This is an optimization exercise on Yosys and OpenROAD, whose aim is small area, a short achievable clock period and few clock cycles per item, not a production implementation.
RTL that was checked went through simulation tests only; none was proved equivalent to the original.
Power is estimated from default activity; no workload was simulated.

## the reference run
Design sequence_id_unwrapper, start of the top module:
module sequence_id_unwrapper (
  input  logic                          clk_i,
  input  logic                          rst_ni,
  input  logic                          cfg_valid_i,
  output logic                          cfg_ready_o,
  input  logic [sidu_pkg::ThrW-1:0]     gap_threshold_i,
  input  logic                          gen_load_i,
  input  logic [sidu_pkg::GenW-1:0]     gen_value_i,
  input  logic                          in_valid_i,
  output logic                          in_ready_o,
  input  logic [sidu_pkg::CidW-1:0]     compressed_id_i,
  output logic                          out_valid_o,
  input  logic                          out_ready_i,
  output logic                          accepted_o,
  output logic [sidu_pkg::IdW-1:0]      full_id_o
);
Size: ~180 flip-flops, ~16,000 um^2 of cells after synthesis.
==> flow/config.mk <==
export PLATFORM = sky130hd
export DESIGN_NAME = sequence_id_unwrapper
export DESIGN_NICKNAME = sequence_id_unwrapper
export VERILOG_FILES = /design/flow/design.v
export SDC_FILE = /design/flow/constraint.sdc
export NUM_CORES = 4
export LEC_CHECK = 0
export CAP_MARGIN = 20
export CORE_MARGIN = 2
export CORE_UTILIZATION = 40
export SETUP_SLACK_MARGIN = 5
export SLEW_MARGIN = 20
==> flow/constraint.sdc <==
create_clock -name core_clock -period 10.0 [get_ports {clk_i}]
set_input_delay 2.0000 -clock core_clock [delete_from_list [all_inputs] [get_ports {clk_i}]]
set_output_delay 2.0000 -clock core_clock [all_outputs]
set_load 0.01 [all_outputs]
standard.sh (not shown) runs the stock make flow with config.mk's settings and CLKGATE_MAP_FILE= SYNTH_SCRIPT=/design/flow/synth_recipe.tcl, a recipe that flattens the netlist after the stock synthesis.
==> flow/flow/run.sh <==
#!/bin/bash
# Layout flow: the standard layout (standard.sh, unchanged synthesis and steps), with the
# port buffers that placement inserts on every input and output made plain buf_1 cells
# instead of the resizer's default choice.
set -euo pipefail
export BUFFER_PORTS_ARGS="-buffer_cell sky130_fd_sc_hd__buf_1"
bash standard.sh "BUFFER_PORTS_ARGS=$BUFFER_PORTS_ARGS" finish > standard.log 2>&1
diff inputs: the reference run => the trial run
diff --git a/flow/flow/run.sh b/flow/flow/run.sh
--- a/flow/flow/run.sh
+++ b/flow/flow/run.sh
@@ -6,2 +6,2 @@
 export BUFFER_PORTS_ARGS="-buffer_cell sky130_fd_sc_hd__buf_1"
-bash standard.sh "BUFFER_PORTS_ARGS=$BUFFER_PORTS_ARGS" finish > standard.log 2>&1
+bash standard.sh "BUFFER_PORTS_ARGS=$BUFFER_PORTS_ARGS" SETUP_SLACK_MARGIN=6 finish > standard.log 2>&1
### Flow results
The trial run ends up with a biggest cell delay along the critical path that is 0.02 ns lower than in the reference run. Worst reg2reg path depth (higher): the trial run. Re worst slew slack as a fraction of its limit: the reference run was lower than the trial run. Reported for the trial run and the reference run, die area turned out identical to the last digit. Via count normalized by instance count of the reference run is on par with the trial run. Changes observed in the trial run relative to the reference run: setup slack after placement went up by 0.54 ns, relative contribution of sequential cells to total power up 0.9 points.
Function was not checked in any run of this note: the RTL went through the layout flow alone.

* * *

The RTL this note starts from:
==> flow/design.v <==
package sidu_pkg;
  localparam int unsigned IdW  = 64;
  localparam int unsigned CidW = 16;
  localparam int unsigned ThrW = 14;
  localparam int unsigned GenW = 48;
  localparam logic [CidW-1:0] IdSpan   = 16'hFFFF;
  localparam logic [ThrW-1:0] GapReset = 14'd1500;
endpackage
module sidu_flags (
  input  logic [13:0] thr_i,
  input  logic [15:0] cid_i,
  output logic [2:0]  flags_o,     
  output logic [16:0] v1_o
);
  assign flags_o = {cid_i > ~{2'b00, thr_i}, cid_i > {2'b00, thr_i}, cid_i < {1'b0, thr_i, 1'b0}};
  assign v1_o    = {1'b0, cid_i} + 17'h0FFFF;
endmodule
module sidu_step (
  input  logic [13:0] thr_i,
  input  logic [15:0] head_i,
  input  logic [63:0] lid_i,
  input  logic [16:0] blo_i,
  input  logic        db_i,
  input  logic [16:0] r_i,
  input  logic        cr_i,
  input  logic [15:0] cid_i,
  input  logic        wrap_i,      
  input  logic        adv_i,       
  input  logic [16:0] v1_i,        
  output logic        ok_o,
  output logic        head_we_o,
  output logic [63:0] lid_o,
  output logic [16:0] blo_o,
  output logic        db_o,
  output logic [16:0] r_o,
  output logic        cr_o
);
  logic        wrap, adv, raise, gt, cv, cb, bones;
  logic [16:0] v, r65;
  logic [17:0] sv, blo65;
  logic [18:0] lo, hi_d;
  logic [46:0] hi, x;
  logic [47:0] pre;
  always_comb begin
    wrap = wrap_i;
    adv  = adv_i;
    v    = wrap ? v1_i : {1'b0, cid_i};
    lo   = {2'b00, v} + {5'b00000, thr_i} - {2'b00, r_i};
    hi_d = {2'b00, r_i} + {5'b00000, thr_i} - {2'b00, v};
    ok_o = !lo[18] && !hi_d[18];
    gt   = v > r_i;
    blo65 = {1'b0, blo_i} + 18'h0FFFF;         
    cb    = blo65[17];
    sv    = {1'b0, blo_i} + {1'b0, v};
    cv    = sv[17];
    hi    = lid_i[63:17];
    x     = hi ^ {47{db_i}};
    pre[0] = 1'b1;
    for (int i = 1; i <= 47; i++) pre[i] = pre[i-1] & x[i-1];
    bones = pre[47];                           
    raise = gt ^ (bones & (cv ^ cr_i));
    lid_o = {hi ^ ({47{db_i ^ cv}} & pre[46:0]), sv[16:0]};
    blo_o = adv ? blo65[16:0] : blo_i;
    db_o  = cv & ~(adv & cb);
    r65   = r_i + 17'h10001;                   
    if (raise) r_o = (wrap && !adv) ? v1_i : {1'b0, cid_i};
    else       r_o = adv ? r65 : r_i;
    cr_o      = (raise ? cv : cr_i) & ~(adv & cb);
    head_we_o = adv || (cid_i > head_i);
  end
endmodule
module sidu_core (
  input  logic                          clk_i,
  input  logic                          rst_ni,
  input  logic                          step_i,
  output logic                          busy_o,
  input  logic [sidu_pkg::CidW-1:0]     cid_i,
  input  logic                          wrap_i,
  input  logic                          adv_i,
  input  logic                          hwc_i,
  input  logic [16:0]                   v1_i,
  output logic                          hw_d_o,
  output logic [sidu_pkg::ThrW-1:0]     thr_o,
  input  logic                          cfg_we_i,
  input  logic [sidu_pkg::ThrW-1:0]     cfg_data_i,
  input  logic                          ld_we_i,
  input  logic [sidu_pkg::GenW-1:0]     ld_gen_i,
  output logic                          acc_o,
  output logic [sidu_pkg::IdW-1:0]      id_o
);
  logic [13:0] thr_q;
  logic [15:0] head_q;
  logic        hw_q, hw_d;
  logic [63:0] lidn_q, lid_s, lid;    
  logic [16:0] blo_q, blo_s;
  logic        db_q, db_s;
  logic [16:0] r_q, r_s;
  logic        cr_q, cr_s;
  logic        accn_q, ok, head_we, cfix_q;    
  logic        busy_q, zero_q, cy_q;
  logic [3:0]  cnt_q, fa, fb;
  logic [4:0]  fs;
  sidu_step u_step (
    .thr_i     (thr_q),
    .head_i    (head_q),
    .lid_i     (lid),
    .blo_i     (blo_q),
    .db_i      (db_q),
    .r_i       (r_q),
    .cr_i      (cr_q),
    .cid_i     (cid_i),
    .wrap_i    (wrap_i),
    .adv_i     (adv_i),
    .v1_i      (v1_i),
    .ok_o      (ok),
    .head_we_o (head_we),
    .lid_o     (lid_s),
    .blo_o     (blo_s),
    .db_o      (db_s),
    .r_o       (r_s),
    .cr_o      (cr_s)
  );
  always_comb begin
    if (ld_we_i)                          hw_d = 1'b0;
    else if (busy_q)                      hw_d = hw_q;
    else if (cfix_q)                      hw_d = head_q > ~{2'b00, thr_q};
    else if (step_i && ok && head_we)     hw_d = hwc_i;
    else                                  hw_d = hw_q;
  end
  assign lid = ~lidn_q;
  always_comb begin
    fa = (zero_q || cnt_q < 4'd4)  ? 4'h0 : lid[3:0];
    fb = (zero_q || cnt_q >= 4'd12) ? 4'hF : ~lid[19:16];
    fs = {1'b0, fa} + {1'b0, fb} + {4'd0, cy_q};
  end
  always_ff @(posedge clk_i or negedge rst_ni) begin
    if (!rst_ni) begin
      thr_q  <= sidu_pkg::GapReset;
      head_q <= '0;
      hw_q   <= 1'b0;
      r_q    <= 17'd1;
      cfix_q <= 1'b0;
      busy_q <= 1'b1;
      zero_q <= 1'b1;
      cnt_q  <= '0;
      cy_q   <= 1'b0;
    end else begin
      cfix_q <= cfg_we_i;
      hw_q   <= hw_d;
      if (cfg_we_i) thr_q <= cfg_data_i;
      if (ld_we_i) begin
        head_q <= '0;
        r_q    <= 17'd1;
        busy_q <= 1'b1;
        zero_q <= 1'b0;
        cnt_q  <= '0;
        cy_q   <= 1'b0;
      end else if (busy_q) begin
        cnt_q  <= cnt_q + 4'd1;
        cy_q   <= fs[4];
        busy_q <= (cnt_q != 4'd15);
      end else if (step_i && ok) begin
        if (head_we) head_q <= cid_i;
        r_q <= r_s;
      end
    end
  end
  always_ff @(posedge clk_i) begin
    if (ld_we_i) begin
      lidn_q[63:16] <= ~ld_gen_i;
    end else if (busy_q) begin
      lidn_q <= ~{fs[3:0], lid[63:4]};
      if (cnt_q == 4'd15) begin
        blo_q <= lid[20:4];
        db_q  <= 1'b0;
        cr_q  <= &lid[20:4];                   
      end
    end else if (step_i && ok) begin
      lidn_q <= ~lid_s;
      blo_q <= blo_s;
      db_q  <= db_s;
      cr_q  <= cr_s;
    end
    if (step_i) accn_q <= !ok;
  end
  assign busy_o = busy_q;
  assign hw_d_o = hw_d;
  assign thr_o  = thr_q;
  assign acc_o  = !accn_q;
  assign id_o   = ~(lidn_q | {64{accn_q}});
endmodule
module sequence_id_unwrapper (
  input  logic                          clk_i,
  input  logic                          rst_ni,
  input  logic                          cfg_valid_i,
  output logic                          cfg_ready_o,
  input  logic [sidu_pkg::ThrW-1:0]     gap_threshold_i,
  input  logic                          gen_load_i,
  input  logic [sidu_pkg::GenW-1:0]     gen_value_i,
  input  logic                          in_valid_i,
  output logic                          in_ready_o,
  input  logic [sidu_pkg::CidW-1:0]     compressed_id_i,
  output logic                          out_valid_o,
  input  logic                          out_ready_i,
  output logic                          accepted_o,
  output logic [sidu_pkg::IdW-1:0]      full_id_o
);
  logic                      a_vld_q, b_free_q, out_vld_q;
  logic [sidu_pkg::CidW-1:0] a_cid_q, b_cid_q, a_cid_d;
  logic [2:0]                a_flg_q, a_flg_d, flg;
  logic                      wrap_q, adv_q, wrap_d, hw_d;
  logic [16:0]               a_v1_q, a_v1_d;
  logic [sidu_pkg::ThrW-1:0] thr;
  logic                      step, a_free, take, busy;
  assign take        = in_valid_i && b_free_q;
  assign step        = a_vld_q && !busy && (!out_vld_q || out_ready_i);
  assign a_free      = !a_vld_q || step;
  assign in_ready_o  = b_free_q;
  assign cfg_ready_o = 1'b1;
  assign a_cid_d     = b_free_q ? compressed_id_i : b_cid_q;
  assign flg         = a_free ? a_flg_d : a_flg_q;
  assign wrap_d      = hw_d && flg[0];
  sidu_flags u_flags (
    .thr_i   (thr),
    .cid_i   (a_cid_d),
    .flags_o (a_flg_d),
    .v1_o    (a_v1_d)
  );
  sidu_core u_core (
    .clk_i      (clk_i),
    .rst_ni     (rst_ni),
    .step_i     (step),
    .busy_o     (busy),
    .cid_i      (a_cid_q),
    .wrap_i     (wrap_q),
    .adv_i      (adv_q),
    .hwc_i      (a_flg_q[2]),
    .v1_i       (a_v1_q),
    .hw_d_o     (hw_d),
    .thr_o      (thr),
    .cfg_we_i   (cfg_valid_i),
    .cfg_data_i (gap_threshold_i),
    .ld_we_i    (gen_load_i),
    .ld_gen_i   (gen_value_i),
    .acc_o      (accepted_o),
    .id_o       (full_id_o)
  );
  always_ff @(posedge clk_i or negedge rst_ni) begin
    if (!rst_ni) begin
      a_vld_q   <= 1'b0;
      b_free_q  <= 1'b1;
      out_vld_q <= 1'b0;
    end else begin
      if (a_free) begin
        a_vld_q  <= !b_free_q || take;
        b_free_q <= 1'b1;
      end else if (take) begin
        b_free_q <= 1'b0;
      end
      if (step) begin
        out_vld_q <= 1'b1;
      end else if (out_ready_i) begin
        out_vld_q <= 1'b0;
      end
    end
  end
  always_ff @(posedge clk_i) begin
    wrap_q <= wrap_d;
    adv_q  <= wrap_d && flg[1];
    if (a_free) begin
      a_cid_q <= a_cid_d;
      a_flg_q <= a_flg_d;
      a_v1_q  <= a_v1_d;
    end
    if (!a_free && take) b_cid_q <= compressed_id_i;
  end
  assign out_valid_o = out_vld_q;
endmodule
Settings: LEC_CHECK=0, CAP_MARGIN=5, CORE_MARGIN=2, CORE_UTILIZATION=40, SETUP_SLACK_MARGIN=5, SLEW_MARGIN=5, TNS_END_PERCENT=10; clock period 10.0 ns.
==> flow/flow/run.sh <==
#!/bin/bash
# Layout flow: the standard layout (standard.sh: the standard synthesis and ORFS steps,
# unchanged), with two make settings added:
#  - the buffer that placement puts on every input and output port is a plain buf_1 cell
#    instead of the resizer's default choice (a delay buffer);
set -euo pipefail
MARGIN=6
export BUFFER_PORTS_ARGS="-buffer_cell sky130_fd_sc_hd__buf_1"
bash standard.sh "BUFFER_PORTS_ARGS=$BUFFER_PORTS_ARGS" "SETUP_SLACK_MARGIN=$MARGIN" finish \
  > standard.log 2>&1
Testbench counts at the start, summed over its fixed seeds: cycles 80,176, items 80,000.
Then changed:
Settings changed: CAP_MARGIN 5 to 20, SLEW_MARGIN 5 to 20, TNS_END_PERCENT 10 to not set.
Setup slack is better by 0.0096 ns.
Fmax stays flat.
Hold slack is about the same.
Power went up by 0.86%.
Via count went up by 0.31%.
Then changed:
--- a/flow/flow/run.sh
+++ b/flow/flow/run.sh
@@ -5,5 +5,5 @@
 #    instead of the resizer's default choice (a delay buffer);
 set -euo pipefail
-MARGIN=6
+MARGIN=6.5
 export BUFFER_PORTS_ARGS="-buffer_cell sky130_fd_sc_hd__buf_1"
 bash standard.sh "BUFFER_PORTS_ARGS=$BUFFER_PORTS_ARGS" "SETUP_SLACK_MARGIN=$MARGIN" finish \
Effect: The changed run finished clean; worst setup slack gains 0.11 ns; clock skew came out higher by 0.0048 ns; utilization rose by 8.1 points; global-route usage rose by 2.3 points; non-clock buffer count climbs by 101; flip-flop and latch count is unchanged; critical path depth rises by 7; fmax rose by a few percent; final cell count rises by a few percent; wire length rose by about a fifth; register-to-register slack is better by 0.09 ns.
Then changed:
--- a/flow/flow/run.sh
+++ b/flow/flow/run.sh
@@ -5,6 +5,6 @@
 #    instead of the resizer's default choice (a delay buffer);
 set -euo pipefail
-MARGIN=6.5
+MARGIN=6
 export BUFFER_PORTS_ARGS="-buffer_cell sky130_fd_sc_hd__buf_1"
-bash standard.sh "BUFFER_PORTS_ARGS=$BUFFER_PORTS_ARGS" "SETUP_SLACK_MARGIN=$MARGIN" finish \
+bash standard.sh "BUFFER_PORTS_ARGS=$BUFFER_PORTS_ARGS" "SETUP_SLACK_MARGIN=$MARGIN" SKIP_LAST_GASP=1 finish \
   > standard.log 2>&1
Settings changed: TNS_END_PERCENT set to 10.
The new run ran to the end with no violations.
Setup slack got worse by 0.12 ns.
Hold slack gets worse by 0.0051 ns.
Combinational power fell by about a fifth.
Critical path depth fell by 7.
Cell count goes down by a few percent.
Fmax decreases by a few percent.
Total power falls by a few percent.
Area after synthesis stays the same.
Then changed:
--- a/flow/flow/run.sh
+++ b/flow/flow/run.sh
@@ -7,4 +7,4 @@
 MARGIN=6
 export BUFFER_PORTS_ARGS="-buffer_cell sky130_fd_sc_hd__buf_1"
-bash standard.sh "BUFFER_PORTS_ARGS=$BUFFER_PORTS_ARGS" "SETUP_SLACK_MARGIN=$MARGIN" SKIP_LAST_GASP=1 finish \
+bash standard.sh "BUFFER_PORTS_ARGS=$BUFFER_PORTS_ARGS" "SETUP_SLACK_MARGIN=$MARGIN" finish \
   > standard.log 2>&1
Settings changed: CORE_UTILIZATION 40 to 60.
Effect: Design area increases slightly; combinational power rises by a few percent; die area drops by a quarter to a third; core utilization climbs by 24 points.
Then changed:
Settings changed: CORE_UTILIZATION 60 to 40, CTS_BUF_LIST set to sky130_fd_sc_hd__clkbuf_8, TNS_END_PERCENT 10 to not set.
After rerunning: Total power falls by 12%; utilization falls by 23 points; global-route usage falls by 11 points; flip-flop and latch count stays the same; die area rises by about 50%; routed wire length falls by about 0.3%; worst hold slack gets better by 0.0039 ns; clock-buffer cell count is unchanged; via count falls by 2.0%.

-- what the ideal ports hide --
In the flow no input, the clock included, has a driving cell. The finished layouts below were timed again as built, in two steps.
Step 1, drivers: a clkbuf_16 drives clk_i and a buf_2 each remaining input, both assumed.
Step 2 moves the port delays by t, midway between the first and last clock arrival at a register: inputs arrive t later, outputs are due t later. That takes back most of the time a late clock gives input paths.
a / b / c = ideal / step 1 / step 2; a / b = the first two.
| run | t, ns | slack for setup (ns) | worst setup path at the end |
|---|---|---|---|
| the reference run | 0.508 | 5.094 / 5.094 / 5.094 | register to register |
| the trial run | 0.512 | 5.168 / 5.168 / 5.168 | register to register |
| the first run of note 2 | 0.512 | 6.045 / 6.069 / 5.558 | input to register |
| the second run of note 2 | 0.508 | 6.054 / 6.086 / 5.578 | input to register |
| the third run of note 2 | 0.520 | 6.168 / 6.189 / 5.670 | input to register |
| the fourth run of note 2 | 0.512 | 6.045 / 6.069 / 5.558 | input to register |
| the fifth run of note 2 | 0.500 | 5.916 / 5.916 / 5.510 | input to register |
| the sixth run of note 2 | 0.559 | 6.097 / 6.106 / 5.566 | input to register |
After both steps setup and hold are still met in every run listed. For the sixth run of note 2, which loses most, drivers alone change the setup slack by +0.009 ns; drivers and shift together by -0.531 ns.
